What follows belongs to an exercise in optimizing a design on an open flow for small area; a production flow would make more cautious choices. Where RTL was checked, it was by simulation tests only, not by an equivalence proof against the original. No functional check of the RTL was part of run 3. The clock port is modelled as an ideal driver; clocking choices that lean on that would not hold on a real chip. Power figures rest on the tool's default switching activity, not on a simulated workload.

--- flow/flow/run.sh ---
#!/bin/bash
# Own flow: the standard layout (standard.sh, with its standard
# synthesis unchanged) with three settings passed through ORFS's own
# variables:
#  - port buffers are the smallest buffer, sky130_fd_sc_hd__buf_1 (every
#    input and output port still gets its own buffer);
#  - clock tree synthesis uses clkbuf_4 clusters and adds no dummy loads;
#  - after clock tree synthesis, logic cells with timing to spare are swapped
#    for smaller cells of the same function (flow/downsize.tcl); global
#    routing's repair steps then run as usual.
# make's full output goes to flow.log here; ORFS keeps each step's log under
# orfs/logs/.
set -euo pipefail
export BUFFER_PORTS_ARGS="-buffer_cell sky130_fd_sc_hd__buf_1"
export CTS_ARGS="-sink_clustering_enable -repair_clock_nets -dont_use_dummy_load -buf_list sky130_fd_sc_hd__clkbuf_4 -sink_clustering_size 12 -sink_clustering_max_diameter 40"
export POST_CTS_TCL="$PWD/flow/downsize.tcl"
bash standard.sh > flow.log 2>&1
--- flow/standard.sh ---
#!/bin/bash
# synth_recipe.tcl (not shown) runs the flow's synth.tcl, then flattens the netlist and writes it again
# the make line also repeats each setting of config.mk as NAME=value (left out here)
make -C /OpenROAD-flow-scripts/flow DESIGN_CONFIG=/design/flow/config.mk WORK_HOME=/design/flow/orfs CLKGATE_MAP_FILE= SYNTH_SCRIPT=/design/flow/synth_recipe.tcl "${@:-finish}"
--- flow/design.v ---
`timescale 1ns/10ps
module fa1 (
  input  logic a,
  input  logic b,
  input  logic c,
  output logic s,
  output logic co
);
  assign {co, s} = a + b + c;
endmodule
module ha1 (
  input  logic a,
  input  logic b,
  output logic s,
  output logic co
);
  assign {co, s} = a + b;
endmodule
module boothCell (
  input  logic acc,
  input  logic b,      
  input  logic bm1,    
  input  logic one,
  input  logic two,
  input  logic neg,
  input  logic c,
  output logic s,
  output logic co
);
  wire pp = ((one & b) | (two & bm1)) ^ neg;
  fa1 u_fa (.a(acc), .b(pp), .c(c), .s(s), .co(co));
endmodule
module wrDecode (
  input  logic [3:0]  wa,
  input  logic        wen,
  input  logic        clr,
  output logic [15:0] sel
);
  always_comb
    for (int r = 0; r < 16; r++)
      sel[r] = clr || (wen && wa == r[3:0]);
endmodule
module mux2c (
  input  logic a,
  input  logic b,
  input  logic s,
  output logic y
);
  assign y = s ? b : a;
endmodule
module mux4c (
  input  logic [3:0] d,
  input  logic [1:0] s,
  output logic       y
);
  assign y = d[s];
endmodule
module mux8c (
  input  logic [7:0] d,
  input  logic [2:0] s,
  output logic       y
);
  logic [1:0] m;
  mux4c u_lo (.d(d[3:0]), .s(s[1:0]), .y(m[0]));
  mux4c u_hi (.d(d[7:4]), .s(s[1:0]), .y(m[1]));
  assign y = s[2] ? m[1] : m[0];
endmodule
module mux16c (
  input  logic [15:0] d,
  input  logic [3:0]  s,
  output logic        y
);
  logic [3:0] m;
  mux4c u_0 (.d(d[3:0]),   .s(s[1:0]), .y(m[0]));
  mux4c u_1 (.d(d[7:4]),   .s(s[1:0]), .y(m[1]));
  mux4c u_2 (.d(d[11:8]),  .s(s[1:0]), .y(m[2]));
  mux4c u_3 (.d(d[15:12]), .s(s[1:0]), .y(m[3]));
  mux4c u_4 (.d(m),        .s(s[3:2]), .y(y));
endmodule
module cpuTop (
  input  logic        clk,
  input  logic        reset,
  input  logic [15:0] instr,
  input  logic [15:0] memRdata,
  output logic [15:0] pc,
  output logic [15:0] memAddr,
  output logic [15:0] memWdata,
  output logic        memWrite,
  output logic        memEn
);
  logic [2:0] ph;     
  logic       r2;     
  logic       clr;    
  wire [3:0] op = instr[15:12];
  wire [3:0] rd = instr[11:8];
  wire [3:0] fn = instr[7:4];
  wire [3:0] rs = instr[3:0];
  wire [7:0] imm = instr[7:0];
  wire isR    = (op == 4'd0);
  wire isScnd = (op == 4'd4);
  wire isJra  = (op == 4'd6);
  wire isLd   = (op == 4'd7);
  wire isSh   = (op == 4'd8);
  wire isSt   = (op == 4'd10);
  wire isBc   = (op == 4'd12);
  wire isJ    = (op == 4'd13);
  wire isJal  = (op == 4'd15);
  wire [3:0] code  = isR ? fn : op;
  wire aluOp  = isR || op == 4'd1 || op == 4'd2 || op == 4'd3 || op == 4'd5 ||
                op == 4'd9 || op == 4'd11 || op == 4'd14;
  wire isMul  = aluOp && code == 4'd14;
  wire isCmp  = aluOp && code == 4'd11;
  wire isAnd  = code == 4'd1;
  wire isOr   = code == 4'd2;
  wire isXor  = code == 4'd3;
  wire isNot  = isR && fn == 4'd4;
  wire isSub  = code == 4'd9 || code == 4'd11;
  wire logicOp = isAnd || isOr || isXor || isNot;
  wire cfW    = aluOp && !logicOp && !isMul && !isCmp && !(isR && fn == 4'd6);
  wire twoTurn = isLd || isMul || isSh || isSt;
  wire active  = !clr;
  wire last    = (ph == 3'd7);
  wire done    = active && last && (r2 || !twoTurn);
  always_ff @(posedge clk)
  begin
    if (reset)
    begin
      ph   <= 3'd0;
      r2   <= 1'b0;
      clr  <= 1'b1;
    end
    else
    begin
      ph   <= ph + 3'd1;
      if (last)
      begin
        r2  <= active && twoTurn && !r2;
        clr <= 1'b0;
      end
    end
  end
  logic [7:0] rf0 [16];   
  logic [7:0] rf1 [16];   
  wire [3:0] raA = rd;
  wire [3:0] raB = rs | {4{isJra}};
  logic [15:0] head0, head1;   
  always_comb
    for (int r = 0; r < 16; r++)
    begin
      head0[r] = rf0[r][0];
      head1[r] = rf1[r][0];
    end
  logic [1:0] rA, rB;
  mux16c u_rA0 (.d(head0), .s(raA), .y(rA[0]));
  mux16c u_rA1 (.d(head1), .s(raA), .y(rA[1]));
  mux16c u_rB0 (.d(head0), .s(raB), .y(rB[0]));
  mux16c u_rB1 (.d(head1), .s(raB), .y(rB[1]));
  logic [1:0] wd;
  logic       wen;
  wire  [3:0] wa = rd | {4{isJal}};
  logic [15:0] wsel;
  logic [15:0] tail0, tail1;   
  wire  [1:0]  wdat = wd & {2{!clr}};
  wrDecode u_wdec (.wa(wa), .wen(wen), .clr(clr), .sel(wsel));
  genvar gr;
  for (gr = 0; gr < 16; gr++)
  begin : g_wr
    mux2c u_t0 (.a(head0[gr]), .b(wdat[0]), .s(wsel[gr]), .y(tail0[gr]));
    mux2c u_t1 (.a(head1[gr]), .b(wdat[1]), .s(wsel[gr]), .y(tail1[gr]));
  end
  always_ff @(posedge clk)
  begin
    for (int r = 0; r < 16; r++)
    begin
      rf0[r] <= {tail0[r], rf0[r][7:1]};
      rf1[r] <= {tail1[r], rf1[r][7:1]};
    end
  end
  logic fc, ff, fz, fl, fn_;
  logic cond;
  always_comb
  begin
    case (rd)
      4'd0:    cond = fz;
      4'd1:    cond = !fz;
      4'd2:    cond = fc;
      4'd3:    cond = !fc;
      4'd4:    cond = fl;
      4'd5:    cond = !fl;
      4'd6:    cond = fn_;
      4'd7:    cond = !fn_;
      4'd8:    cond = ff;
      4'd9:    cond = !ff;
      4'd14:   cond = 1'b1;
      default: cond = 1'b0;
    endcase
  end
  logic [15:0] mar;    
  logic [15:0] acc;    
  logic        cy;     
  logic        sgn;    
  logic        pb;     
  logic [1:0] pcDig;
  mux8c u_pc0 (.d({pc[14], pc[12], pc[10], pc[8], pc[6], pc[4], pc[2], pc[0]}), .s(ph), .y(pcDig[0]));
  mux8c u_pc1 (.d({pc[15], pc[13], pc[11], pc[9], pc[7], pc[5], pc[3], pc[1]}), .s(ph), .y(pcDig[1]));
  wire [1:0] immDig = ph[2] ? {2{imm[7]}} : imm[{ph[1:0], 1'b0} +: 2];
  wire usePc = isBc || isJal;
  wire [1:0] aD = usePc ? pcDig : rA;
  wire [1:0] xRaw = isR ? rB : immDig;
  wire xEn = isBc ? cond : !isJal;
  wire inv = aluOp && isSub;
  wire [1:0] xD = (xRaw & {2{xEn}}) ^ {2{inv}};
  wire cin0 = inv || isJal || (isBc && !cond);
  wire c0 = (ph == 3'd0) ? cin0 : cy;
  wire s0 = aD[0] ^ xD[0] ^ c0;
  wire c1 = (aD[0] & xD[0]) | (c0 & (aD[0] ^ xD[0]));
  wire s1 = aD[1] ^ xD[1] ^ c1;
  wire c2 = (aD[1] & xD[1]) | (c1 & (aD[1] ^ xD[1]));
  logic [1:0] aluDig;
  always_comb
  begin
    if (isAnd)      aluDig = aD & xRaw;
    else if (isOr)  aluDig = aD | xRaw;
    else if (isXor) aluDig = aD ^ xRaw;
    else if (isNot) aluDig = ~xRaw;
    else            aluDig = {s1, s0};
  end
  always_ff @(posedge clk)
  begin
    cy <= c2;
    if (reset)
    begin
      fc <= 1'b0; ff <= 1'b0; fz <= 1'b0; fl <= 1'b0; fn_ <= 1'b0;
    end
    else if (active && !r2)
    begin
      if (last && cfW)
      begin
        fc <= c2 ^ inv;
        ff <= !(aD[1] ^ xD[1]) && (s1 ^ aD[1]);
      end
      if (isCmp)
      begin
        fz <= (ph == 3'd0 || fz) && !s0 && !s1;
        if (last)
        begin
          fl <= !c2;
          fn_ <= c2 ^ aD[1] ^ xD[1];
        end
      end
    end
  end
  wire [1:0]  marIn   = isBc ? {s1, s0} : (isMul ? xRaw : rB);
  wire [15:0] marNext = {marIn, mar[15:2]};
  always_ff @(posedge clk)
  begin
    if (!r2)
      mar <= marNext;
  end
  wire mulStep = isMul && r2;
  wire ldStep  = isLd && r2 && ph == 3'd0;   
  wire bLow  = pb && ph != 3'd0;
  wire bOne  = mulStep && (rA[0] ^ bLow);
  wire bTwo  = mulStep && ((rA[1] & !rA[0] & !bLow) | (!rA[1] & rA[0] & bLow));
  wire bNeg  = mulStep && rA[1] && !(rA[0] && bLow);
  wire [15:0] accIn = acc | (ldStep ? memRdata : 16'd0);
  logic [15:0] psum;
  logic [16:0] pc_;    
  assign pc_[0] = bNeg;
  genvar gk;
  for (gk = 0; gk < 16; gk++)
  begin : g_row
    boothCell u_c (.acc(accIn[gk]), .b(mar[gk]), .bm1(gk == 0 ? 1'b0 : mar[gk == 0 ? 0 : gk - 1]),
                   .one(bOne), .two(bTwo), .neg(bNeg), .c(pc_[gk]), .s(psum[gk]), .co(pc_[gk + 1]));
  end
  wire [4:0] amt   = (fn[3:2] == 2'b00) ? instr[4:0] : mar[4:0];
  wire       arith = (fn[3:1] == 3'b001) || (fn == 4'b0110);
  wire [2:0] q     = amt[3:1];
  wire       rOdd  = amt[0];
  wire [3:0] j     = {1'b0, q} + {3'd0, rOdd};
  logic       tapE, tapO, tapO8;
  mux8c u_tapE (.d({acc[2], acc[4], acc[6], acc[8], acc[10], acc[12], acc[14], rA[0]}), .s(q), .y(tapE));
  mux8c u_tapO (.d({acc[3], acc[5], acc[7], acc[9], acc[11], acc[13], acc[15], rA[1]}), .s(j[2:0]), .y(tapO8));
  assign tapO = j[3] ? acc[1] : tapO8;
  wire [1:0] tap = rOdd ? {tapE, tapO} : {tapO, tapE};
  wire       ge1   = ph >= q;                          
  wire       ge0   = ph > q || (ph == q && !rOdd);   
  wire       fill  = amt[4] && arith && sgn;
  wire [1:0] shDig = {(ge1 ^ amt[4]) ? tap[1] : fill,
                      (ge0 ^ amt[4]) ? tap[0] : fill};
  wire [1:0]  accTop = (isMul || isLd) ? 2'b00 : rA;
  always_ff @(posedge clk)
  begin
    acc <= {accTop, psum[15:2]};
    pb  <= rA[1];
    if (last && !r2)
      sgn <= rA[1];
  end
  always_comb
  begin
    wen = 1'b0;
    wd  = aluDig;
    if (active)
    begin
      if (r2)
      begin
        wen = 1'b1;
        wen = !isSt;
        if (isLd || isMul) wd = psum[1:0];
        else            wd = shDig;
      end
      else if (isScnd)
      begin
        wen = 1'b1;
        wd  = {1'b0, cond && ph == 3'd0};
      end
      else if (isJal)
      begin
        wen = 1'b1;
        wd  = {s1, s0};
      end
      else if (aluOp && !isCmp && !isMul)
        wen = 1'b1;
    end
  end
  wire jmp = isBc || isJ || isJal || isJra;
  logic [15:0] pcInc;
  logic [16:0] ic;
  assign ic[0] = done && !jmp;
  genvar gi;
  for (gi = 0; gi < 16; gi++)
  begin : g_inc
    ha1 u_h (.a(pc[gi]), .b(ic[gi]), .s(pcInc[gi]), .co(ic[gi + 1]));
  end
  always_ff @(posedge clk)
  begin
    if (reset)
      pc <= 16'd0;
    else
      pc <= (done && jmp) ? marNext : pcInc;
  end
  assign memAddr  = mar;
  assign memWdata = acc;
  wire memStep = active && r2 && ph == 3'd0 && (isLd || isSt);
  assign memWrite = memStep && isSt && !reset;
  assign memEn    = memStep && !reset;
endmodule
--- flow/config.mk ---
export PLATFORM = sky130hd
export DESIGN_NAME = cpuTop
export DESIGN_NICKNAME = cpuTop
export VERILOG_FILES = /design/flow/design.v
export SDC_FILE = /design/flow/constraint.sdc
export NUM_CORES = 4
export LEC_CHECK = 0
export CAP_MARGIN = 20
export CORE_MARGIN = 2
export CORE_UTILIZATION = 40
export SLEW_MARGIN = 20
export SYNTH_HIERARCHICAL = 1
--- flow/flow/downsize.tcl ---
# Sourced by ORFS at the end of clock tree synthesis (POST_CTS_TCL), before
# the CTS result is written. Global routing's own repair_design and
# repair_timing run later, in their own step, and fix any slew, capacitance
# or timing this leaves.
estimate_parasitics -placement
# Greedy downsizing: swap each logic cell for the smallest cell of the same
# family (same name up to the drive suffix, so the same function and pins)
# when setup slack stays above a margin and no max slew or capacitance
# limit is broken. Clock tree cells and port buffers are left alone.
set ds_margin 0.3e-9
set db [ord::get_db]
set block [ord::get_db_block]
set dont_use {}
if { [info exists ::env(DONT_USE_CELLS)] } { set dont_use $::env(DONT_USE_CELLS) }
array set fam {}
foreach lib [$db getLibs] {
  foreach m [$lib getMasters] {
    set n [$m getName]
    if { [regexp {^(sky130_fd_sc_hd__[a-z0-9]+(?:_[a-z][a-z0-9]*)*)_([0-9]+)$} $n -> base sz] } {
      if { [lsearch -exact $dont_use $n] < 0 } { lappend fam($base) $m }
    }
  }
}
proc ds_area { m } { return [expr { double([$m getWidth]) * [$m getHeight] }] }
proc ds_ok { margin } {
  if { [sta::worst_slack_cmd max] < $margin } { return 0 }
  if { [sta::max_slew_violation_count] > 0 } { return 0 }
  if { [sta::max_capacitance_violation_count] > 0 } { return 0 }
  return 1
}
set saved 0.0
set swaps 0
foreach inst [$block getInsts] {
  set m [$inst getMaster]
  set n [$m getName]
  set iname [$inst getName]
  if { [$inst isFixed] } { continue }
  if { [regexp {clkbuf|clkinv|clkdly|dlygate|tapvpwr|fill|decap|conb|df|dl|sdf|edf} $n] } { continue }
  if { [regexp {^(input|output)[0-9]+$} $iname] } { continue }
  if { ![regexp {^(sky130_fd_sc_hd__[a-z0-9]+(?:_[a-z][a-z0-9]*)*)_([0-9]+)$} $n -> base sz] } { continue }
  if { ![info exists fam($base)] } { continue }
  set cur [ds_area $m]
  set cands {}
  foreach c $fam($base) {
    if { [ds_area $c] < $cur } { lappend cands [list [ds_area $c] $c] }
  }
  foreach pair [lsort -real -index 0 $cands] {
    set c [lindex $pair 1]
    replace_cell $iname [$c getName]
    if { [ds_ok $ds_margin] } {
      set saved [expr { $saved + $cur - [lindex $pair 0] }]
      incr swaps
      break
    }
    replace_cell $iname $n
  }
}
puts "downsize: $swaps cells swapped, [expr {$saved / 1e6}] um2 saved"
detailed_placement
check_placement -verbose
--- flow/constraint.sdc ---
create_clock -name core_clock -period 11.0 [get_ports {clk}]
set_input_delay 2.2000 -clock core_clock [delete_from_list [all_inputs] [get_ports {clk}]]
set_output_delay 2.2000 -clock core_clock [all_outputs]
set_load 0.01 [all_outputs]
==> results of run 1 <==
-- Yosys stat by module (local to each module, per instance), a selection --
module / cell area, µm² / cells
mux4c: 22.5 / 1
wrDecode: 215 / 29
mux2c: 15.0 / 1
boothCell: 21.3 / 2
cpuTop: 8630 / 644
mux8c: 15.0 / 1
-- registers in the layout, summed over array words and instances, names as in the netlist --
register,cells
rf0,128
rf1,128
acc,16
mar,16
pc,16
ph,3
clr,1
cy,1
fc,1
ff,1
fl,1
fn_,1
fz,1
pb,1
r2,1
sgn,1
-- worst max-delay path, cell delays in order --
cell and delay [ps]:
buf_1 60, buf_2 340, mux4_2 560, mux4_2 610, ha_1 330, and3_1 180
a22oi_1 210, xnor2_1 130, fa_1 420, fa_1 400, fa_1 410, fa_1 390
fa_1 390, fa_1 410, fa_1 390, fa_1 390, fa_1 390, fa_1 380
fa_1 380, fa_1 390, fa_1 380, fa_1 380, fa_1 390, fa_1 440
-- logic make-up (layout without fill, tap and decap cells) --
logic type                 after synthesis  after routing
xor gates and xnor gates                28             28
other                                    1              2
buffers and inverters                   47            158
muxes                                   79             79
adders and majority gates               49             49
DFF                                    317            317
and+or+nand+nor                        145            145
AOI/OAI and AO/OA                      135            135
-- cell usage after synthesis, drive strengths merged, types with 4 or more instances --
| cell type | number |
|---|---|
| nand3 | 5 |
| mux2i | 12 |
| nor2b | 10 |
| ha | 30 |
| fa | 19 |
| nor3 | 5 |
| inv | 24 |
| a21o | 18 |
| a21oi | 26 |
| mux2 | 37 |
| nand2 | 48 |
| mux4 | 30 |
| clkbuf | 15 |
| a22oi | 17 |
| and2 | 4 |
| edfxtp | 17 |
| a31o | 6 |
| o211ai | 7 |
| a31oi | 5 |
| xnor2 | 26 |
| o21ai | 23 |
| nand2b | 8 |
| nor2 | 28 |
| buf | 8 |
| dfxtp | 300 |
| nand3b | 7 |
| or2 | 9 |
-- stage by stage --
step	area [µm²]	power (W)
final	11600	0.00180
after global routing	11600	0.00188
after detailed placement	11600	0.00133
after global placement	11600	0.00133
after floorplan	10900	0.00129
-- layout by cell type (no fill, tap or decap), drive strengths merged, types with 4 or more instances in the layout --
master and n:
a21o 18, inv 24, fa 19, nand2b 8, a22oi 17, o21ai 23
dfxtp 300, buf 92, o211ai 7, nor2 28, nor3 5, mux4 30
nor2b 10, a21oi 26, edfxtp 17, mux2i 12, a31o 6, clkbuf 42
mux2 37, nand3 5, nand3b 7, or2 9, ha 30, a31oi 5
and2 4, nand2 48, xnor2 26
-- worst max-delay path by stage --
stage          endpoint  depth (start not counted)  slack [ps]
3_5_place_dp    acc[13]                         24         110
2_1_floorplan   acc[13]                         21          50
6_report        acc[13]                         24         490
5_1_grt         acc[13]                         24         110
3_3_place_gp    acc[13]                         24         180
-- layout make-up --
type | instances | share of cell area [%]
clock buffers | 40 | 2.59
inverters | 24 | 0.778
flip-flops and latches | 317 | 56.3
well taps | 341 | 3.68
multi-input cells | 437 | 33.6
diodes | 1 | 0.0216
repair buffers | 94 | 3.09
-- per-layer routing --
layer / wire length (µm) / track usage (%)
met3: 1110 / 3.23
met5: 0 / 0
met2: 9680 / 23.3
met4: 450 / 4.61
met1: 10900 / 22.7
-- power by group --
| group | internal (W) | switching, W |
|---|---|---|
| combinational | 0.0000475 | 0.0000699 |
| sequential | 0.00117 | 0.0000123 |
| clock | 0.000167 | 0.000333 |
==> metrics.md, run 1 <==
| Metric | Value |
|---|---|
| Post-Syn Area | 0.0109 mm² |
| R2R cell count | 24 |
| FF+latch area | 0.00652 mm² |
| Worst vdd ir | 0.0852 mV |
| Area occupied by multi-input gates | 0.00389 mm² |
| Setup violators final | 0 |
| Worst Skew | 130 ps |
| Worst Setup End Kind | register |
| Slew HR | 43.4% |
| GRT Overall Usage | 15.5% |
| WL final | 22100 µm |
| Worst R2R Start | ph[0] |
| Global-route wire length before repair | 34100 µm |
| Post-synthesis cell type count | 73 |
| P per Cell Area | 155 mW/mm² |
| Clk sinks | 317 |
| I/O pin total | 84 |
| Kind of start point of the critical path | input pin |
| Compound-cell area share of the yosys netlist | 9.57% |
| R2r setup slk | 2050 ps |
| Worst Path Arrival | 10970 ps |
| PnR worst setup slack | 489 ps |
| Setup TNS | 0 ps |
| Post-Syn Nets | 884 |
| CTS clk-pin slew, worst paths | 110 ps |
| Initial Util | 40.6% |
| Die Ht | 169 µm |
| Total Nets Final | 997 |
| Final Hold Viols | 0 |
| Max Clk Rate | 0.0951 GHz |
| Worst-Margin Slew | 846 ps |
| Area grow syn2layout | 6.46% |
| Post-synth EDFFs | 17 |
| Hold_ws | 255 ps |
| Die W | 169 µm |
| Top_reg_cell synth | dfxtp_1 |
| Largest family of logic cells by synthesized area | multiplexers |
| 1st-pass router iterations | 5 |
| DR WL/cell | 17.6 µm |
| # placed instances | 1213 |
| DPL Wire Length | 16300 µm |
| Post-Layout Cell Count | 1254 |
| Final worst-path cycle share | 95.6% |
| Total Die Area | 0.0285 mm² |
| Yosys warns | 10 |
| Hold depth | 0 |
| Total grt overflow | 0 |
| RSZ-0062 raised after global routing | no |
| Crit path max fanout | 12 |
| Status | finished clean |
| Area leader, netlist | dfxtp_1 |
| Critical path class | in -> reg |
| Post-placement worst setup slack | 107 ps |
| Fraction of registers with async set/reset | 0% |
| Post-Synth XOR/XNOR Area | 2.25% |
| Initial drt markers | 455 |
| # fillers | 2513 |
| Reg2reg end | acc[13] |
| Critical path data required time | 11460 ps |
| Remaining antenna violation count | 0 |
| Mapped Cells | 801 |
| Fin util | 43.2% |
| Core Box Area | 0.0268 mm² |
| Number of global-route vias before repair | 5905 |
| Post-Synth Adder-Cell Area | 6.95% |
| Core Rows | 60 |
| Mean Syn Cell Area | 13.6 µm² |
| Mux contribution to synthesized area | 12.4% |
| Vias | 6306 |
| CP Launch Point | instr[8] |
| HP Class | reg -> reg |
| Vias per inst | 5.03 |
| GPL Wtd Cong | 0.932 |
| MaxCap Viol Count | 0 |
| Initial antenna violation count | 1 |
| Largest net degree at the start of global routing | 31 |
| Min Tclk post-route | 10510 ps |
| Leading post-synthesis cells by cell area | dfxtp_1 (55%), mux4_2 (6.2%), mux2_4 (5.0%), edfxtp_1 (4.7%), fa_1 (3.5%) |
| Worst-skew pair later-pin latency | 680 ps |
| Hold endpoint | rf1[0][5] |
| Register area share after synthesis | 59.9% |
| Worst Hold Launch | rf1[0][6] |
| CTS tree | built |
| Port bufs | 83 |
| Simple-Gate Fraction of Synth Area | 7.08% |
| Seq cells post-synth | 317 |
| Share of layout cells above drive strength 1 | 10.2% |
| P_leak | 4.77 nW |
| Slew Limit Fails | 0 |
| Top-area cell type share of the netlist area | 55.2% |
| DRC | 0 |
==> inputs of run 2 (changes only) <==
--- a/flow/flow/downsize.tcl
+++ b/flow/flow/downsize.tcl
@@ -7,7 +7,7 @@
 # family (same name up to the drive suffix, so the same function and pins)
 # when setup slack stays above a margin and no max slew or capacitance
 # limit is broken. Clock tree cells and port buffers are left alone.
-set ds_margin 0.3e-9
+set ds_margin 0.15e-9
 set db [ord::get_db]
 set block [ord::get_db_block]
 set dont_use {}
--- a/flow/config.mk
+++ b/flow/config.mk
@@ -7,6 +7,6 @@
 export LEC_CHECK = 0
 export CAP_MARGIN = 20
 export CORE_MARGIN = 2
-export CORE_UTILIZATION = 40
+export CORE_UTILIZATION = 65
 export SLEW_MARGIN = 20
 export SYNTH_HIERARCHICAL = 1
==> metrics.md, run 2 <==
| Metric | Value |
|---|---|
| CTS clk-pin slew, worst paths | 110 ps (about the same) |
| Slowest stage delay, CP | 580 ps (-30 ps) |
| CTS tree | built |
| I/O pin total | 84 (unchanged) |
| DRT met1 WL | 10500 µm (-3.9%) |
| Initial antenna violation count | 2 (+1) |
| Core Box Area | 0.0165 mm² (-39%) |
| Post-Syn Area | 0.0109 mm² (unchanged) |
| Fin util | 69.3% (+26 points) |
| Worst Skew | 89.1 ps (-41.4 ps) |
| Share of layout cells above drive strength 1 | 9.69% (-0.51 points) |
| RSZ-0062 raised after global routing | no |
| FF+latch area | 0.00652 mm² (unchanged) |
| Largest net degree at the start of global routing | 31 (unchanged) |
| Worst Path Arrival | 11140 ps (+170 ps) |
| Final Hold Viols | 0 (unchanged) |
| GPL Wtd Cong | 0.964 (+3.4%) |
| Highest routed layer | met4 |
| Status | finished clean |
| R2r setup slk | 1910 ps (-140 ps) |
| Port bufs | 83 (unchanged) |
| Core Rows | 47 (-22%) |
| Hold endpoint | rf0[13][6] |
| Critical path data required time | 11500 ps (+40 ps) |
| Vias per inst | 5.82 (+16%) |
| Critical path class | in -> reg |
| Worst Hold Launch | rf0[13][7] |
| Crit path max fanout | 15 (+3) |
| Max Clk Rate | 0.0940 GHz (-1.2%) |
| Worst vdd ir | 0.122 mV (+44%) |
| Commonest cells after routing, fill and taps aside | dfxtp_1 (300), buf_1 (91), nand2_1 (48), mux2_1 (36), clkbuf_4 (36) |
| Setup violators final | 0 (unchanged) |
| P per Cell Area | 156 mW/mm² (+0.30%) |
| Initial Util | 66.1% (+25 points) |
| Yosys warns | 10 (unchanged) |
| DPL Wire Length | 17800 µm (+9.4%) |
| Slew HR | 33.4% (-9.9 points) |
| Area leader, netlist | dfxtp_1 |
| R2R cell count | 25 (+4.2%) |
| Most frequent cells after synthesis | dfxtp_1 (300), nand2_1 (48), mux2_4 (36) |
| Min Tclk post-route | 10640 ps (+130 ps) |
| Mean Syn Cell Area | 13.6 µm² (unchanged) |
| Global-route wire length before repair | 36600 µm (+7.3%) |
| Remaining antenna violation count | 0 (unchanged) |
| CP delay by family, top | adder cells |
| HP Class | reg -> reg |
| Post-Syn Nets | 884 (unchanged) |
| Vias | 6576 (+4.3%) |
| Setup TNS | 0 ps (unchanged) |
| DRC | 0 (unchanged) |
| Post-synthesis cell type count | 73 (unchanged) |
| Crit-path most repeated cell | fa_1 |
| Kind of start point of the critical path | input pin |
| Mapped Cells | 801 (unchanged) |
| 1st-pass router iterations | 5 (unchanged) |
| Reg2reg end | acc[13] |
| Total grt overflow | 0 (unchanged) |
| Slew Limit Fails | 0 (unchanged) |
| Post-placement worst setup slack | 80.2 ps (-26.8 ps) |
| Die W | 133 µm (-21%) |
| PnR worst setup slack | 360 ps (-130 ps) |
| WL final | 23600 µm (+6.6%) |
| Total Nets Final | 993 (-0.40%) |
| Seq cells post-synth | 317 (unchanged) |
| Buffers plus inverters on the worst setup path | 3 (+1) |
| Hold depth | 0 (unchanged) |
| WL met2 | 10800 µm (+12%) |
| Post-synth EDFFs | 17 (unchanged) |
| Crit-path slowest cell | mux4_2 |
| Count leader, synth | dfxtp_1 |
| Worst Setup End Kind | register |
| Total Die Area | 0.0178 mm² (-38%) |
| Top_reg_cell synth | dfxtp_1 |
| Area occupied by multi-input gates | 0.00389 mm² (unchanged) |
| # fillers | 1243 (-51%) |
| MaxCap Viol Count | 0 (unchanged) |
| Most common cell after layout, fill and taps aside | dfxtp_1 |
| Number of global-route vias before repair | 6606 (+12%) |
| Largest regs | rf0 (128), rf1 (128) |
| CP Cell Sequence | buf_1 > clkbuf_2 > mux4_2 > mux4_2 > ha_1 > and3_1 > buf_1 > a22oi_1 > xnor2_1 > fa_1 > fa_1 > fa_1 > fa_1 > fa_1 > fa_1 > fa_1 > fa_1 > fa_1 > fa_1 > fa_1 > fa_1 > fa_1 > fa_1 > fa_1 |
| Initial drt markers | 411 (-9.7%) |
| Worst R2R Start | ph[0] |
| Post-Layout Cell Count | 1130 (-9.9%) |
| Final worst-path cycle share | 96.7% (+1.2 points) |
| Worst-skew pair later-pin latency | 620 ps (-60 ps) |
| GRT Overall Usage | 27.2% (+12 points) |
| Met3 WL | 1750 µm (+57%) |
| Fraction of registers with async set/reset | 0% (unchanged) |
| # placed instances | 1092 (-10%) |
| Leading post-synthesis cells by cell area | dfxtp_1 (55%), mux4_2 (6.2%), mux2_4 (5.0%), edfxtp_1 (4.7%), fa_1 (3.5%) |
| Clk sinks | 317 (unchanged) |
| P_leak | 4.74 nW (-0.45%) |
| Area grow syn2layout | 4.81% |
| Die Ht | 133 µm (-21%) |
| Top-area cell type share of the netlist area | 55.2% (unchanged) |
| Register area share after synthesis | 59.9% (unchanged) |
| Worst-Margin Slew | 995 ps (+149 ps) |
| DR WL/cell | 20.9 µm (+18%) |
[run 2: cell counts after synthesis]
No cell type changed its count.
[run 2: area by class of cell]
class                      instances  share of cell area, %
antenna                            2                 0.0439
clock buffer                      36                   2.37
inverter                          24                  0.790
multi-input combinational        437                   34.1
sequential                       317                   57.1
tap                              220                   2.41
timing repair buffer              94                   3.13
[run 2: worst reg2reg max path, delay by kind of cell, from the launching register on]
| kind | cells | cell delay (ps) |
|---|---|---|
| DFF | 1 | 710 |
| AOI/OAI and AO/OA | 1 | 230 |
| and+or+nand+nor | 3 | 590 |
| adders and majority gates | 18 | 6880 |
| buffers and inverters | 2 | 430 |
| xor gates and xnor gates | 1 | 120 |
[run 2: how the worst max path moves through the flow]
| stage | endpoint | startpoint | slack (ps) | depth (start not counted) |
|---|---|---|---|---|
| detailed placement | acc[13] | instr[8] | 80 | 24 |
| global placement | acc[13] | instr[8] | 270 | 24 |
| finish | acc[13] | instr[8] | 360 | 24 |
| global route | acc[13] | instr[8] | 100 | 24 |
| floorplan | acc[13] | instr[8] | 50 | 21 |
[run 2: modules after synthesis, one instance, submodules excluded, excerpt]
module / cells inside / flip-flops and latches / cell area [µm²] / times used
boothCell: 2 / 0 / 21.3 / 16
fa1: 1 / 0 / 20.0 / 16
wrDecode: 29 / 0 / 215 / 1
ha1: 1 / 0 / 12.5 / 16
cpuTop: 644 / 317 / 8630 / 1
mux8c: 1 / 0 / 15.0 / 4
mux4c: 1 / 0 / 22.5 / 28
mux2c: 1 / 0 / 15.0 / 32
[run 2: per-stage QoR]
stage,instance area (µm²),power [W],hold WS [ps]
finish,11400,0.00178,290
global route,11400,0.00185,251
floorplan,10900,0.00129,310
detailed placement,11500,0.00133,312
global placement,11500,0.00133,310
[run 2: cell families (layout without fill, tap and decap cells)]
kind of cell	count (synthesis)	in the layout	share of synthesized area, %
AO/OA/AOI/OAI	135	135	9.57
XOR/XNOR	28	28	2.25
adder cells (fa/ha/maj)	49	49	6.95
buffers and inverters	47	154	1.84
flip-flops	317	317	59.9
multiplexers	79	79	12.4
other	1	3	0.0345
AND/OR/NAND/NOR	145	145	7.08
[run 2: per-layer routing]
| metal | track usage, % | up-vias |
|---|---|---|
| met5 | 0 | - |
| met2 | 42.8 | 284 |
| li1 | - | 3048 |
| met4 | 9.57 | 0 |
| met3 | 5.37 | 49 |
| met1 | 38.2 | 3195 |
[run 2: report_power, final]
group          leakage [nW]  internal, W  switching, W
clock                 0.166     0.000152      0.000323
combinational          1.96    0.0000477     0.0000725
sequential             2.62      0.00117     0.0000125
total                  4.74      0.00137      0.000408
==> inputs of run 3 (changes only) <==
--- a/flow/design.v
+++ b/flow/design.v
@@ -206,7 +206,9 @@
   wire [1:0] immDig = ph[2] ? {2{imm[7]}} : imm[{ph[1:0], 1'b0} +: 2];
   wire usePc = isBc || isJal;
   wire [1:0] aD = usePc ? pcDig : rA;
-  wire [1:0] xRaw = isR ? rB : immDig;
+  wire useImm = op == 4'd1 || op == 4'd2 || op == 4'd3 || op == 4'd5 ||
+                op == 4'd9 || op == 4'd11 || op == 4'd12 || op == 4'd14;
+  wire [1:0] xRaw = useImm ? immDig : rB;
   wire xEn = isBc ? cond : !isJal;
   wire inv = aluOp && isSub;
   wire [1:0] xD = (xRaw & {2{xEn}}) ^ {2{inv}};
@@ -250,7 +252,7 @@
       end
     end
   end
-  wire [1:0]  marIn   = isBc ? {s1, s0} : (isMul ? xRaw : rB);
+  wire [1:0]  marIn   = isBc ? {s1, s0} : xRaw;
   wire [15:0] marNext = {marIn, mar[15:2]};
   always_ff @(posedge clk)
   begin
@@ -314,13 +316,8 @@
         wen = 1'b1;
         wd  = {1'b0, cond && ph == 3'd0};
       end
-      else if (isJal)
-      begin
-        wen = 1'b1;
-        wd  = {s1, s0};
-      end
-      else if (aluOp && !isCmp && !isMul)
-        wen = 1'b1;
+      else if (isJal || (aluOp && !isCmp && !isMul))
+        wen = 1'b1;   
     end
   end
   wire jmp = isBc || isJ || isJal || isJra;
==> metrics.md, run 3 <==
| Metric | Value |
|---|---|
| Status | finished clean |
| Post-Syn Nets | 871 (-1.5%) |
| 1st-pass router iterations | 5 (unchanged) |
| Combinational power share | 6.5% (-0.3 points) |
| Yosys warns | 10 (unchanged) |
| GPL Wtd Cong | 0.940 (-2.4%) |
| Slowest stage delay, CP | 600 ps (+20 ps) |
| DPL Wire Length | 16800 µm (-5.7%) |
| Setup TNS | 0 ps (unchanged) |
| Die W | 134 µm (about the same) |
| Initial Util | 66.2% (+0.13 points) |
| Worst Hold Launch | rf1[0][7] |
| Largest regs | rf0 (128), rf1 (128) |
| Mux contribution to synthesized area | 12.8% (+0.40 points) |
| Simple-Gate Fraction of Synth Area | 7.16% (+0.078 points) |
| DR WL/cell | 20.0 µm (-3.9%) |
| Initial drt markers | 518 (+26%) |
| Reg2reg end | acc[13] |
| P per Cell Area | 157 mW/mm² (+0.86%) |
| Initial antenna violation count | 5 (+3) |
| P_int | 0.00137 W (+0.48%) |
| DRC | 0 (unchanged) |
| Area leader, netlist | dfxtp_1 |
| R2r setup slk | 2030 ps (+120 ps) |
| Total Die Area | 0.0178 mm² (+0.19%) |
| Vias | 6409 (-2.5%) |
| Post-Syn Area | 0.0109 mm² (+0.20%) |
| Fraction of registers with async set/reset | 0% (unchanged) |
| Mapped Cells | 788 (-1.6%) |
| Final Hold Viols | 0 (unchanged) |
| Total power | 0.00178 W (+0.47%) |
| P_leak | 4.75 nW (about the same) |
| Compound-cell area share of the yosys netlist | 9.09% (-0.48 points) |
| # fillers | 1225 (-1.4%) |
| Worst Setup End Kind | register |
| Critical path class | in -> reg |
| Switching share of total power | 23.0% (about the same) |
| Crit-path slowest cell | mux4_2 |
| Vias per inst | 5.70 (-2.0%) |
| Register area share after synthesis | 59.8% (-0.12 points) |
| Post-Synth XOR/XNOR Area | 2.41% (+0.16 points) |
| Buffers plus inverters on the worst setup path | 4 (+1) |
| Seq cells post-synth | 317 (unchanged) |
| Worst R2R Start | r2 |
| Hold endpoint | rf1[0][6] |
| Worst vdd ir | 0.161 mV (+32%) |
| Slew Limit Fails | 0 (unchanged) |
| GRT Overall Usage | 25.9% (-1.3 points) |
| Largest net degree at the start of global routing | 28 (-9.7%) |
| Worst-skew pair later-pin latency | 640 ps (+20 ps) |
| Post-Synth Adder-Cell Area | 6.93% (-0.014 points) |
| CP Launch Point | instr[8] |
| HP Class | reg -> reg |
| R2R cell count | 21 (-16%) |
| CP delay by family, top | adder cells |
| Kind of start point of the critical path | input pin |
| WL final | 22500 µm (-4.4%) |
| Top_reg_cell synth | dfxtp_1 |
| Post-synth EDFFs | 17 (unchanged) |
| Global-route wire length before repair | 35200 µm (-4.0%) |
| Leading post-synthesis cells by cell area | dfxtp_1 (55%), mux4_2 (6.2%), mux2_4 (5.0%), edfxtp_1 (4.7%), fa_1 (3.5%) |
| Hold depth | 0 (unchanged) |
| Max Clk Rate | 0.0938 GHz (-0.19%) |
| CTS tree | built |
| CTS clk-pin slew, worst paths | 110 ps (about the same) |
| Core Rows | 47 (unchanged) |
| Number of global-route vias before repair | 6315 (-4.4%) |
| Critical path data required time | 11490 ps (about the same) |
| Min Tclk post-route | 10660 ps (+20.7 ps) |
| MaxCap Viol Count | 0 (unchanged) |
| Slew HR | 33.2% (-0.25 points) |
| Setup violators final | 0 (unchanged) |
| Share of layout cells above drive strength 1 | 9.89% (+0.20 points) |
| Crit path max fanout | 16 (+1) |
| I/O pin total | 84 (unchanged) |
| Area grow syn2layout | 4.20% |
| CP Cell Sequence | buf_1 > buf_2 > buf_1 > mux4_2 > mux4_2 > and3b_1 > clkbuf_2 > fa_1 > fa_1 > fa_1 > fa_1 > fa_1 > fa_1 > fa_1 > fa_1 > fa_1 > fa_1 > fa_1 > fa_1 > fa_1 > fa_1 > fa_1 > fa_1 |
| Core Box Area | 0.0165 mm² (unchanged) |
| Remaining antenna violation count | 0 (unchanged) |
| Total Nets Final | 985 (-0.81%) |
| Most frequent cells after synthesis | dfxtp_1 (300), nand2_1 (52), mux2_4 (36) |
| Mean Syn Cell Area | 13.8 µm² (+1.8%) |
| Clk pwr share | 26.2% (-0.6 points) |
| Power share of the sequential group | 67.2% (+0.7 points) |
| Post-synthesis cell type count | 78 (+6.8%) |
| Total grt overflow | 0 (unchanged) |
| Total stage count of the critical path | 23 (-4.2%) |
| Largest family of logic cells by synthesized area | multiplexers |
| Final worst-path cycle share | 96.9% (+0.19 points) |
| Top-area cell type share of the netlist area | 55.1% (-0.11 points) |
| Worst Path Arrival | 11150 ps (about the same) |
| Count leader, synth | dfxtp_1 |
| Crit-path most repeated cell | fa_1 |
| Commonest cells after routing, fill and taps aside | dfxtp_1 (300), buf_1 (91), nand2_1 (52), mux2_1 (37), clkbuf_4 (36) |
| Port bufs | 83 (unchanged) |
| Switch Pwr | 0.000410 W (+0.44%) |
| Most common cell after layout, fill and taps aside | dfxtp_1 |
| Worst Skew | 94.9 ps (+5.85 ps) |
| Worst-Margin Slew | 997 ps (+1.92 ps) |
| Die Ht | 134 µm (about the same) |
| Clk sinks | 317 (unchanged) |
| RSZ-0062 raised after global routing | no |
## run 3: changes by cell type after synthesis, moves of 4 or more
| cell | delta |
|---|---|
| clkbuf_1 | -10 |
| nand2_1 | +4 |
| o21ai_0 | -6 |
| xnor2_1 | -5 |
| nand3b_1 | -4 |
| mux2_2 | +4 |
| xor2_1 | +7 |
| buf_2 | +4 |
| a31oi_1 | -5 |
## run 3: metrics by stage
step,cell area [µm²],utilization [%],worst slack [ps],hold slack [ps],cells
after floorplan,10900,-,320,310,788
after global placement,11500,69.7,277,310,1083
after detailed placement,11500,69.7,117,312,1083
after global routing,11400,69.0,29.4,247,1122
final,11400,69.0,339,272,1124
## run 3: metal layers
metal	vias to the layer above	track usage (%)	wire, µm
met3	43	5.75	1560
met2	234	40.1	10500
met5	-	0	0
met1	3133	36.5	9880
li1	2999	-	-
met4	0	9.04	618
## run 3: worst max-delay path by stage
stage / slack, ps / to
final: 340 / acc[13]
after floorplan: 320 / acc[13]
after detailed placement: 120 / acc[13]
after global placement: 280 / acc[13]
after global routing: 30 / acc[13]
## run 3: cell families (layout without fill, tap and decap cells)
| logic type | after synthesis | count (layout) |
|---|---|---|
| multiplexers | 83 | 83 |
| AND/OR/NAND/NOR | 146 | 146 |
| other | 1 | 5 |
| flip-flops | 317 | 317 |
| buffers and inverters | 42 | 154 |
| XOR/XNOR | 30 | 30 |
| AO/OA/AOI/OAI | 120 | 120 |
| adder cells (fa/ha/maj) | 49 | 49 |
## run 3: modules after synthesis (local to each module, per instance), a selection
module	times used	cells inside	flops+latches
cpuTop	1	631	317
wrDecode	1	29	0
ha1	16	1	0
mux4c	28	1	0
boothCell	16	2	0
mux8c	4	1	0
mux2c	32	1	0
fa1	16	1	0
## run 3: final cells by class
cell class	instances	area [µm²]	area share (%)
well taps	220	275	2.42
flip-flops and latches	317	6520	57.4
inverters	23	86.3	0.760
diodes	4	10.0	0.0881
repair buffers	95	364	3.21
multi-input cells	429	3840	33.8
clock buffers	36	270	2.38
## run 3: power by group through the flow
stage / sequential (W) / combinational [W] / clock, W
floorplan: 0.00122 / 0.0000833 / 0
global placement: 0.00123 / 0.000122 / 0
detailed placement: 0.00123 / 0.000123 / 0
global route: 0.00120 / 0.000127 / 0.000529
finish: 0.00120 / 0.000117 / 0.000468
==> inputs of run 4 (changes only) <==
--- a/flow/design.v
+++ b/flow/design.v
@@ -23,11 +23,13 @@
   input  logic one,
   input  logic two,
   input  logic neg,
+  input  logic m,      
+  input  logic ld,     
   input  logic c,
   output logic s,
   output logic co
 );
-  wire pp = ((one & b) | (two & bm1)) ^ neg;
+  wire pp = ((one & b) | (two & bm1) | (ld & m)) ^ neg;
   fa1 u_fa (.a(acc), .b(pp), .c(c), .s(s), .co(co));
 endmodule
 module wrDecode (
@@ -207,7 +209,8 @@
   wire usePc = isBc || isJal;
   wire [1:0] aD = usePc ? pcDig : rA;
   wire useImm = op == 4'd1 || op == 4'd2 || op == 4'd3 || op == 4'd5 ||
-                op == 4'd9 || op == 4'd11 || op == 4'd12 || op == 4'd14;
+                op == 4'd9 || op == 4'd11 || op == 4'd12 || op == 4'd14 ||
+                (isSh && fn[3:2] == 2'b00);
   wire [1:0] xRaw = useImm ? immDig : rB;
   wire xEn = isBc ? cond : !isJal;
   wire inv = aluOp && isSub;
@@ -265,17 +268,16 @@
   wire bOne  = mulStep && (rA[0] ^ bLow);
   wire bTwo  = mulStep && ((rA[1] & !rA[0] & !bLow) | (!rA[1] & rA[0] & bLow));
   wire bNeg  = mulStep && rA[1] && !(rA[0] && bLow);
-  wire [15:0] accIn = acc | (ldStep ? memRdata : 16'd0);
   logic [15:0] psum;
   logic [16:0] pc_;    
   assign pc_[0] = bNeg;
   genvar gk;
   for (gk = 0; gk < 16; gk++)
   begin : g_row
-    boothCell u_c (.acc(accIn[gk]), .b(mar[gk]), .bm1(gk == 0 ? 1'b0 : mar[gk == 0 ? 0 : gk - 1]),
+    boothCell u_c (.acc(acc[gk]), .m(memRdata[gk]), .ld(ldStep), .b(mar[gk]), .bm1(gk == 0 ? 1'b0 : mar[gk == 0 ? 0 : gk - 1]),
                    .one(bOne), .two(bTwo), .neg(bNeg), .c(pc_[gk]), .s(psum[gk]), .co(pc_[gk + 1]));
   end
-  wire [4:0] amt   = (fn[3:2] == 2'b00) ? instr[4:0] : mar[4:0];
+  wire [4:0] amt   = mar[4:0];   
   wire       arith = (fn[3:1] == 3'b001) || (fn == 4'b0110);
   wire [2:0] q     = amt[3:1];
   wire       rOdd  = amt[0];
--- a/flow/flow/downsize.tcl
+++ b/flow/flow/downsize.tcl
@@ -7,7 +7,7 @@
 # family (same name up to the drive suffix, so the same function and pins)
 # when setup slack stays above a margin and no max slew or capacitance
 # limit is broken. Clock tree cells and port buffers are left alone.
-set ds_margin 0.15e-9
+set ds_margin 0.05e-9
 set db [ord::get_db]
 set block [ord::get_db_block]
 set dont_use {}
--- a/flow/config.mk
+++ b/flow/config.mk
@@ -8,5 +8,6 @@
 export CAP_MARGIN = 20
 export CORE_MARGIN = 2
 export CORE_UTILIZATION = 65
+export GPL_TIMING_DRIVEN = 0
 export SLEW_MARGIN = 20
 export SYNTH_HIERARCHICAL = 1
==> metrics.md, run 4 <==
| Metric | Value |
|---|---|
| Status | finished clean |
| Largest net degree at the start of global routing | 19 (-32%) |
| WL final | 22500 µm (-0.18%) |
| Most frequent cells after synthesis | dfxtp_1 (300), nand2_1 (47), mux2_4 (36) |
| Largest regs | rf0 (128), rf1 (128) |
| Max Clk Rate | 0.0935 GHz (-0.35%) |
| GRT Overall Usage | 26.5% (+0.57 points) |
| I/O pin total | 84 (unchanged) |
| Setup violators final | 0 (unchanged) |
| Vias per inst | 5.72 (+0.32%) |
| Remaining antenna violation count | 0 (unchanged) |
| Mean Syn Cell Area | 13.8 µm² (about the same) |
| Placed cell area | 0.0112 mm² (-2.5%) |
| Critical path class | in -> reg |
| Fin util | 72.3% (+3.3 points) |
| Crit-path most repeated cell | fa_1 |
| Initial drt markers | 477 (-7.9%) |
| Kind of start point of the critical path | input pin |
| RSZ-0062 raised after global routing | no |
| Worst-Margin Slew | 961 ps (-35.7 ps) |
| MaxCap Viol Count | 0 (unchanged) |
| Share of layout cells above drive strength 1 | 16.5% (+6.6 points) |
| Crit-path slowest cell | mux4_2 |
| Die Ht | 131 µm (-1.5%) |
| # placed instances | 1061 (-2.0%) |
| CTS clk-pin slew, worst paths | 110 ps (about the same) |
| Mapped Cells | 763 (-3.2%) |
| Total grt overflow | 0 (unchanged) |
| Post-synthesis cell type count | 68 (-13%) |
| Post-synth EDFFs | 17 (unchanged) |
| GPL Wtd Cong | 0.947 (+0.73%) |
| Number of global-route vias before repair | 6547 (+3.7%) |
| Port bufs | 80 (-3.6%) |
| Top_reg_cell synth | dfxtp_1 |
| Fraction of registers with async set/reset | 0% (unchanged) |
| Slew HR | 35.6% (+2.4 points) |
| Total Nets Final | 968 (-1.7%) |
| Crit path max fanout | 16 (unchanged) |
| Total Die Area | 0.0173 mm² (-3.0%) |
| Core Rows | 46 (-2.1%) |
| CP Cell Sequence | buf_4 > mux4_2 > mux4_2 > ha_1 > inv_1 > nor2_4 > a222oi_1 > xnor2_1 > fa_1 > fa_1 > fa_1 > fa_1 > fa_1 > fa_1 > fa_1 > fa_1 > fa_1 > fa_1 > fa_1 > fa_1 > fa_1 > fa_1 > fa_1 > fa_1 |
| Post-Syn Nets | 846 (-2.9%) |
| Vias | 6292 (-1.8%) |
| Global-route wire length before repair | 35400 µm (+0.77%) |
| Worst-skew pair later-pin latency | 640 ps (about the same) |
| DRC | 0 (unchanged) |
| Setup TNS | 0 ps (unchanged) |
| Commonest cells after routing, fill and taps aside | dfxtp_1 (300), buf_1 (79), nand2_1 (47), mux2_4 (36), clkbuf_4 (36) |
| # fillers | 1082 (-12%) |
| Post-Layout Cell Count | 1100 (-2.1%) |
| Post-route cell area | 0.0115 mm² (+1.1%) |
| Initial Util | 66.5% (+0.28 points) |
| Worst Skew | 107 ps (+12.0 ps) |
| Clk sinks | 317 (unchanged) |
| Area leader, netlist | dfxtp_1 |
| Worst Setup End Kind | register |
| Min Tclk post-route | 10700 ps (+37.8 ps) |
| Area grow syn2layout | 8.79% |
| DPL Wire Length | 16600 µm (-1.3%) |
| Hold_ws | 284 ps (+12.5 ps) |
| Post-Syn Area | 0.0106 mm² (-3.1%) |
| Final Hold Viols | 0 (unchanged) |
| DR WL/cell | 20.5 µm (+2.0%) |
| Core Box Area | 0.0159 mm² (-3.5%) |
| P_leak | 4.63 nW (-2.4%) |
| Count leader, synth | dfxtp_1 |
| Leading post-synthesis cells by cell area | dfxtp_1 (57%), mux4_2 (6.0%), mux2_4 (5.1%), edfxtp_1 (4.8%), fa_1 (3.6%) |
| Slew Limit Fails | 0 (unchanged) |
| Seq cells post-synth | 317 (unchanged) |
| Worst vdd ir | 0.141 mV (-13%) |
| Register area share after synthesis | 61.7% (+1.9 points) |
| Top-area cell type share of the netlist area | 56.9% (+1.8 points) |
| Most common cell after layout, fill and taps aside | dfxtp_1 |
| Yosys warns | 10 (unchanged) |
| Initial antenna violation count | 2 (-3) |
| Critical path data required time | 11410 ps (-80 ps) |
| HP Class | reg -> reg |
| P per Cell Area | 155 mW/mm² (-1.4%) |
| Final worst-path cycle share | 97.3% (+0.34 points) |
| 1st-pass router iterations | 6 (+1) |
| Die W | 131 µm (-1.5%) |
| CTS tree | built |
| Worst Path Arrival | 11110 ps (-40 ps) |
| Slowest stage delay, CP | 580 ps (-20 ps) |
[run 4: cell count changes after synthesis, sizes merged, moves of 4 or more]
cell / delta
a222oi: +16
a21o: -14
a22oi: -14
nand2: -5
a2111oi: +4
a31oi: +4
inv: +4
xor2: -4
[run 4: cell families after synthesis]
group | share of synthesized area, %
XOR/XNOR | 1.91
flip-flops | 61.7
buffers and inverters | 1.94
multiplexers | 12.9
AND/OR/NAND/NOR | 6.47
AO/OA/AOI/OAI | 7.90
other | 0.0355
adder cells (fa/ha/maj) | 7.16
[run 4: layout make-up]
cell class | instances | area [µm²] | area share [%]
plain buffers | 20 | 104 | 0.904
flip-flops and latches | 317 | 6520 | 56.7
multi-input cells | 399 | 3880 | 33.8
inverters | 27 | 101 | 0.882
clock buffers | 36 | 270 | 2.35
repair buffers | 84 | 343 | 2.98
diodes | 1 | 2.50 | 0.0218
well taps | 216 | 270 | 2.35
[run 4: path summary, 6_finish.rpt]
check / startpoint / end / slack, ps / cells past startpoint
worst min-delay path: rf1[4][3] / rf1[4][2] / 280 / 0
worst min register to register: rf1[4][3] / rf1[4][2] / 280 / 0
worst max-delay path: instr[8] / acc[13] / 300 / 24
worst max register to register: ph[0] / acc[13] / 1710 / 23
[run 4: metal layers]
| metal | up-vias | share of wire (%) | GRT usage (%) |
|---|---|---|---|
| li1 | 2963 | - | - |
| met1 | 3008 | 42 | 33.4 |
| met2 | 261 | 48 | 44.0 |
| met3 | 58 | 5.9 | 5.79 |
| met4 | 2 | 3.7 | 12.1 |
| met5 | - | 0.031 | 0 |
[run 4: per-stage QoR]
| step | worst slack, ps | power (W) |
|---|---|---|
| 3_3_place_gp | -1290 | 0.00133 |
| 5_1_grt | 4.18 | 0.00185 |
| 2_1_floorplan | 46.8 | 0.00129 |
| 3_5_place_dp | -1320 | 0.00134 |
| 6_report | 301 | 0.00178 |
[run 4: where the power goes]
part	internal (W)	leakage [nW]	switching, W
Combinational	0.0000453	1.86	0.0000643
Sequential	0.00117	2.61	0.0000279
Clock	0.000152	0.166	0.000316
Total	0.00137	4.63	0.000409
[run 4: per-module statistics from Yosys, one instance, submodules excluded, excerpt]
module | cells inside | cell area (µm²) | copies in the design | flip-flops and latches
mux8c | 1 | 15.0 | 4 | 0
mux4c | 1 | 22.5 | 28 | 0
cpuTop | 606 | 8350 | 1 | 317
boothCell | 2 | 18.8 | 16 | 0
mux2c | 1 | 15.0 | 32 | 0
wrDecode | 29 | 215 | 1 | 0
fa1 | 1 | 20.0 | 16 | 0
[run 4: critical path: cells and delay by family]
| family | cells | cell delay (ps) |
|---|---|---|
| AO/OA/AOI/OAI | 1 | 190 |
| XOR/XNOR | 1 | 200 |
| adder cells (fa/ha/maj) | 17 | 6770 |
| buffers and inverters | 2 | 290 |
| multiplexers | 2 | 1160 |
| AND/OR/NAND/NOR | 1 | 300 |
==> inputs of run 5 (changes only) <==
--- a/flow/flow/downsize.tcl
+++ b/flow/flow/downsize.tcl
@@ -7,7 +7,7 @@
 # family (same name up to the drive suffix, so the same function and pins)
 # when setup slack stays above a margin and no max slew or capacitance
 # limit is broken. Clock tree cells and port buffers are left alone.
-set ds_margin 0.05e-9
+set ds_margin 0.15e-9
 set db [ord::get_db]
 set block [ord::get_db_block]
 set dont_use {}
--- a/flow/config.mk
+++ b/flow/config.mk
@@ -8,6 +8,5 @@
 export CAP_MARGIN = 20
 export CORE_MARGIN = 2
 export CORE_UTILIZATION = 65
-export GPL_TIMING_DRIVEN = 0
 export SLEW_MARGIN = 20
 export SYNTH_HIERARCHICAL = 1
==> metrics.md, run 5 <==
| Metric | Value |
|---|---|
| Status | finished clean |
| Global-route wire length before repair | 36200 µm (+2.3%) |
| Vias | 6488 (+3.1%) |
| CTS tree | built |
| GRT Overall Usage | 27.3% (+0.79 points) |
| Remaining antenna violation count | 0 (unchanged) |
| Worst Skew | 71.9 ps (-35.0 ps) |
| Port bufs | 83 (+3.8%) |
| Top_reg_cell synth | dfxtp_1 |
| Grt peak-use layer | met2 |
| CTS clk-pin slew, worst paths | 110 ps (about the same) |
| Area leader, netlist | dfxtp_1 |
| Slew Limit Fails | 0 (unchanged) |
| Count leader, synth | dfxtp_1 |
| Hold_ws | 282 ps (-2.38 ps) |
| Post-route cell area | 0.0112 mm² (-2.6%) |
| Initial drt markers | 407 (-15%) |
| Setup TNS | 0 ps (unchanged) |
| Total grt overflow | 0 (unchanged) |
| HP Class | reg -> reg |
| Largest net degree at the start of global routing | 28 (+9) |
| Met3 GRT Util | 5.40% (-0.39 points) |
| Max Clk Rate | 0.0941 GHz (+0.69%) |
| Slowest stage delay, CP | 570 ps (about the same) |
| Worst Setup End Kind | register |
| Total Die Area | 0.0173 mm² (unchanged) |
| Top-area cell type share of the netlist area | 56.9% (unchanged) |
| Final worst-path cycle share | 96.6% (-0.67 points) |
| P_leak | 4.46 nW (-3.7%) |
| Crit path max fanout | 13 (-3) |
| P per Cell Area | 159 mW/mm² (+2.7%) |
| RSZ-0062 raised after global routing | no |
| Initial Util | 66.5% (unchanged) |
| Initial antenna violation count | 2 (unchanged) |
| DRC | 0 (unchanged) |
| Area grow syn2layout | 5.94% |
| Share of layout cells above drive strength 1 | 9.71% (-6.8 points) |
| Met1 Resource Use GR | 34.3% (+0.90 points) |
| CP delay by family, top | adder cells |
| Buffers plus inverters on the worst setup path | 3 (+1) |
| Placed cell area | 0.0112 mm² (about the same) |
| Most frequent cells after synthesis | dfxtp_1 (300), nand2_1 (47), mux2_4 (36) |
| Post-Syn Area | 0.0106 mm² (unchanged) |
| Die Ht | 131 µm (unchanged) |
| Die W | 131 µm (unchanged) |
| Post-Syn Nets | 846 (unchanged) |
| Vias per inst | 5.94 (+3.9%) |
| Most common cell after layout, fill and taps aside | dfxtp_1 |
| Setup violators final | 0 (unchanged) |
| Critical path data required time | 11480 ps (+70 ps) |
| Total power | 0.00178 W (about the same) |
| 1st-pass router iterations | 6 (unchanged) |
| Yosys warns | 10 (unchanged) |
| Critical path class | in -> reg |
| Total Nets Final | 960 (-0.83%) |
| Register area share after synthesis | 61.7% (unchanged) |
| Worst vdd ir | 0.159 mV (+13%) |
| Min Tclk post-route | 10630 ps (-73.7 ps) |
| Post-synthesis cell type count | 68 (unchanged) |
| DPL Wire Length | 17100 µm (+3.5%) |
| Final Hold Viols | 0 (unchanged) |
| Mean Syn Cell Area | 13.8 µm² (unchanged) |
| Number of global-route vias before repair | 6513 (-0.52%) |
| Leading post-synthesis cells by cell area | dfxtp_1 (57%), mux4_2 (6.0%), mux2_4 (5.1%), edfxtp_1 (4.8%), fa_1 (3.6%) |
| DR WL/cell | 21.0 µm (+2.7%) |
| Seq cells post-synth | 317 (unchanged) |
| Worst Path Arrival | 11110 ps (about the same) |
| Clk sinks | 317 (unchanged) |
| Mapped Cells | 763 (unchanged) |
| Worst-Margin Slew | 1080 ps (+121 ps) |
| Core Box Area | 0.0159 mm² (unchanged) |
| Commonest cells after routing, fill and taps aside | dfxtp_1 (300), buf_1 (92), nand2_1 (47), mux2_1 (36), clkbuf_4 (36) |
| Slew HR | 27.9% (-7.7 points) |
| Core Rows | 46 (unchanged) |
| Post-synth EDFFs | 17 (unchanged) |
| PnR worst setup slack | 375 ps (+73.7 ps) |
| Largest regs | rf0 (128), rf1 (128) |
| MaxCap Viol Count | 0 (unchanged) |
| Post-placement worst setup slack | 4.27 ps (+1320 ps) |
| WL final | 22900 µm (+1.9%) |
| Fraction of registers with async set/reset | 0% (unchanged) |
| Kind of start point of the critical path | input pin |
| Worst-skew pair later-pin latency | 620 ps (-20 ps) |
| I/O pin total | 84 (unchanged) |
| Crit-path most repeated cell | fa_1 |
| GPL Wtd Cong | 0.989 (+4.4%) |
| Met2 usage | 45.4% (+1.4 points) |
| Crit-path slowest cell | mux4_2 |
run 5: layer usage:
metal	routed length (µm)	vias up
met1	9150	3116
met5	15	-
met2	11100	321
li1	-	2955
met3	1540	94
met4	1160	2
run 5: worst reg2reg max path, cell delays in order (launching register included):
cell	delay, ps
dfxtp_1	510
inv_1	240
ha_1	180
nor2b_1	450
nand2_1	150
nor3_1	170
buf_1	530
a222oi_1	220
xnor2_1	180
fa_1	430
fa_1	420
fa_1	400
fa_1	400
fa_1	400
fa_1	390
fa_1	400
fa_1	400
fa_1	390
fa_1	390
fa_1	390
fa_1	390
fa_1	400
fa_1	390
fa_1	400
fa_1	450
run 5: final cells by class:
type	count	area (µm²)
Inverter	27	101
Fill cell	1165	4700
Antenna cell	1	2.50
Multi-Input combinational cell	399	3660
Timing Repair Buffer	96	365
Tap cell	216	270
Clock buffer	36	270
Sequential cell	317	6520
run 5: path summary, 6_finish.rpt:
| kind | from | end | slack, ps | cells after the start |
|---|---|---|---|---|
| worst min-delay path | rf0[4][5] | rf0[4][4] | 280 | 0 |
| worst max register to register | ph[0] | acc[13] | 1820 | 24 |
| worst min register to register | rf0[4][5] | rf0[4][4] | 280 | 0 |
| worst max-delay path | instr[8] | acc[13] | 370 | 25 |
run 5: modules after synthesis (local to each module, per instance), excerpt:
| module | copies in the design | cells inside |
|---|---|---|
| boothCell | 16 | 2 |
| cpuTop | 1 | 606 |
| fa1 | 16 | 1 |
| ha1 | 16 | 1 |
| mux2c | 32 | 1 |
| mux4c | 28 | 1 |
| mux8c | 4 | 1 |
| wrDecode | 1 | 29 |
run 5: report_power, final:
group	internal (W)	switching, W	leakage (nW)	total [W]
registers	0.00117	0.0000268	2.61	0.00120
clock network	0.000152	0.000320	0.166	0.000472
logic	0.0000420	0.0000643	1.69	0.000106
run 5: stage by stage:
stage          util (%)  std cells
2_1_floorplan         -        763
3_3_place_gp       70.4       1055
3_5_place_dp       70.4       1055
5_1_grt            70.4       1092
6_report           70.4       1092
run 5: cell families (layout without fill, tap and decap cells):
kind of cell | after synthesis | in the layout | synth area share, %
multiplexers | 81 | 81 | 12.9
other | 1 | 2 | 0.0355
AND/OR/NAND/NOR | 131 | 131 | 6.47
buffers and inverters | 47 | 159 | 1.94
flip-flops | 317 | 317 | 61.7
XOR/XNOR | 23 | 23 | 1.91
adder cells (fa/ha/maj) | 49 | 49 | 7.16
AO/OA/AOI/OAI | 114 | 114 | 7.90
==> inputs of run 6 (changes only) <==
--- a/flow/design.v
+++ b/flow/design.v
@@ -32,15 +32,40 @@
   wire pp = ((one & b) | (two & bm1) | (ld & m)) ^ neg;
   fa1 u_fa (.a(acc), .b(pp), .c(c), .s(s), .co(co));
 endmodule
+module wrPredecode (
+  input  logic [3:0] wa,
+  input  logic       wen,
+  input  logic       clr,
+  output logic [3:0] loN,
+  output logic [3:0] hiN
+);
+  always_comb
+    for (int i = 0; i < 4; i++)
+    begin
+      loN[i] = !(clr || (wen && wa[1:0] == i[1:0]));
+      hiN[i] = !(clr || (wa[3:2] == i[1:0]));
+    end
+endmodule
+module nor2c (
+  input  logic a,
+  input  logic b,
+  output logic y
+);
+  assign y = !(a || b);
+endmodule
 module wrDecode (
   input  logic [3:0]  wa,
   input  logic        wen,
   input  logic        clr,
   output logic [15:0] sel
 );
-  always_comb
-    for (int r = 0; r < 16; r++)
-      sel[r] = clr || (wen && wa == r[3:0]);
+  logic [3:0] loN, hiN;
+  wrPredecode u_pre (.wa(wa), .wen(wen), .clr(clr), .loN(loN), .hiN(hiN));
+  genvar r;
+  for (r = 0; r < 16; r++)
+  begin : g_sel
+    nor2c u_s (.a(loN[r % 4]), .b(hiN[r / 4]), .y(sel[r]));
+  end
 endmodule
 module mux2c (
   input  logic a,
@@ -324,13 +349,14 @@
   end
   wire jmp = isBc || isJ || isJal || isJra;
   logic [15:0] pcInc;
-  logic [16:0] ic;
+  logic [15:0] ic;
   assign ic[0] = done && !jmp;
   genvar gi;
-  for (gi = 0; gi < 16; gi++)
+  for (gi = 0; gi < 15; gi++)
   begin : g_inc
     ha1 u_h (.a(pc[gi]), .b(ic[gi]), .s(pcInc[gi]), .co(ic[gi + 1]));
   end
+  assign pcInc[15] = pc[15] ^ ic[15];
   always_ff @(posedge clk)
   begin
     if (reset)
==> metrics.md, run 6 <==
| Metric | Value |
|---|---|
| Fraction of registers with async set/reset | 0% (unchanged) |
| Die W | 131 µm (-0.46%) |
| HP Class | reg -> reg |
| CTS tree | built |
| GRT Overall Usage | 25.3% (-2.0 points) |
| Total Nets Final | 939 (-2.2%) |
| Worst vdd ir | 0.134 mV (-16%) |
| Register area share after synthesis | 62.3% (+0.59 points) |
| DPL Wire Length | 15500 µm (-9.8%) |
| Commonest cells after routing, fill and taps aside | dfxtp_1 (300), buf_1 (91), nor2_1 (52), mux2_1 (38), clkbuf_4 (37) |
| Crit-path most repeated cell | fa_1 |
| Yosys warns | 10 (unchanged) |
| Worst Path Arrival | 11110 ps (about the same) |
| DRC | 0 (unchanged) |
| Global-route wire length before repair | 32400 µm (-11%) |
| I/O pin total | 84 (unchanged) |
| Crit path max fanout | 12 (-1) |
| Final worst-path cycle share | 97.0% (+0.39 points) |
| Mapped Cells | 736 (-3.5%) |
| Buffers plus inverters on the worst setup path | 2 (-1) |
| Worst-Margin Slew | 1040 ps (-43.9 ps) |
| Mean Syn Cell Area | 14.2 µm² (+2.7%) |
| Reg2reg end | acc[13] |
| DR WL/cell | 19.9 µm (-5.4%) |
| Post-synth EDFFs | 17 (unchanged) |
| Slew Limit Fails | 0 (unchanged) |
| Setup violators final | 0 (unchanged) |
| Count leader, synth | dfxtp_1 |
| Top_reg_cell synth | dfxtp_1 |
| 1st-pass router iterations | 7 (+1) |
| Fin util | 70.2% (-0.23 points) |
| Seq cells post-synth | 317 (unchanged) |
| Vias | 6086 (-6.2%) |
| Slowest stage delay, CP | 560 ps (about the same) |
| Slew HR | 29.0% (+1.1 points) |
| Most common cell after layout, fill and taps aside | dfxtp_1 |
| Post-Syn Nets | 818 (-3.3%) |
| Largest regs | rf0 (128), rf1 (128) |
| WL final | 21300 µm (-7.2%) |
| Core Rows | 46 (unchanged) |
| Initial drt markers | 623 (+53%) |
| Status | finished clean |
| Min Tclk post-route | 10670 ps (+42.4 ps) |
| P_leak | 4.52 nW (+1.2%) |
| Share of layout cells above drive strength 1 | 9.94% (+0.23 points) |
| Top-area cell type share of the netlist area | 57.4% (+0.54 points) |
| Worst-skew pair later-pin latency | 630 ps (about the same) |
| R2r setup slk | 1980 ps (+160 ps) |
| Remaining antenna violation count | 0 (unchanged) |
run 6: per-stage QoR:
step	std cells	setup slack, ps	setup TNS (ps)	instance area, µm²	hold WS [ps]
after floorplan	736	46.8	0	10500	310
after global placement	1034	96.7	0	11100	310
after detailed placement	1034	-90.9	-90.9	11100	312
after global routing	1071	56.7	0	11100	288
final	1071	333	0	11100	284
run 6: cell families after synthesis:
| family | Yosys count | synth area share, % |
|---|---|---|
| adders and majority gates | 48 | 7.10 |
| AOI/OAI and AO/OA | 81 | 5.81 |
| muxes | 96 | 14.5 |
| DFF | 317 | 62.3 |
| xor gates and xnor gates | 27 | 2.26 |
| other | 1 | 0.0358 |
| buffers and inverters | 35 | 1.66 |
| and+or+nand+nor | 131 | 6.31 |
run 6: worst reg2reg max path: cells and delay by family, from the launching register on:
family                   cells  cell delay [ps]
AO/OA/AOI/OAI                1              390
XOR/XNOR                     1              140
adder cells (fa/ha/maj)     18             6850
buffers and inverters        2              330
flip-flops                   1              730
AND/OR/NAND/NOR              3              400
run 6: area by class of cell:
cell class | count | area (µm²)
Inverter | 22 | 82.6
Timing Repair Buffer | 95 | 362
Fill cell | 1154 | 4720
Multi-Input combinational cell | 384 | 3600
Sequential cell | 317 | 6520
Tap cell | 216 | 270
Clock buffer | 37 | 278
run 6: report_power, final:
| group | leakage, nW | switching (W) | internal (W) |
|---|---|---|---|
| Sequential | 2.61 | 0.0000289 | 0.00117 |
| Clock | 0.170 | 0.000321 | 0.000156 |
| Combinational | 1.74 | 0.0000573 | 0.0000412 |
run 6: how the worst min path moves through the flow:
stage / startpoint / endpoint / slack, ps / cells past startpoint
after floorplan: rf0[0][1] / rf0[0][0] / 310 / 0
after global placement: rf0[7][4] / rf0[7][3] / 310 / 0
after detailed placement: rf0[14][7] / rf0[14][6] / 310 / 0
after global routing: rf1[4][6] / rf1[4][5] / 290 / 0
final: rf1[4][6] / rf1[4][5] / 280 / 0
run 6: layer usage:
metal	global-route usage (%)	vias to the layer above	share of wire, %
met1	37.8	2966	46
met2	37.7	224	45
li1	-	2851	-
met5	0	-	0
met3	4.76	45	6.6
met4	8.32	0	2.4
run 6: per-module statistics from Yosys (local to each module, per instance), excerpt:
| module | flip-flops and latches | times used | cells |
|---|---|---|---|
| cpuTop | 317 | 1 | 580 |
| mux2c | 0 | 32 | 1 |
| nor2c | 0 | 16 | 1 |
| fa1 | 0 | 16 | 1 |
| mux4c | 0 | 28 | 1 |
| mux8c | 0 | 4 | 1 |
| boothCell | 0 | 16 | 2 |
| ha1 | 0 | 15 | 1 |
| wrPredecode | 0 | 1 | 13 |

Re-timed with assumed drivers on the ports (clkbuf_16 on the clock, buf_2 on other inputs), run 6 has 0.343 ns of setup slack against 0.333 ns with ideal ports, and -0.279 ns once port delays also move by the mid clock arrival of 0.621 ns.
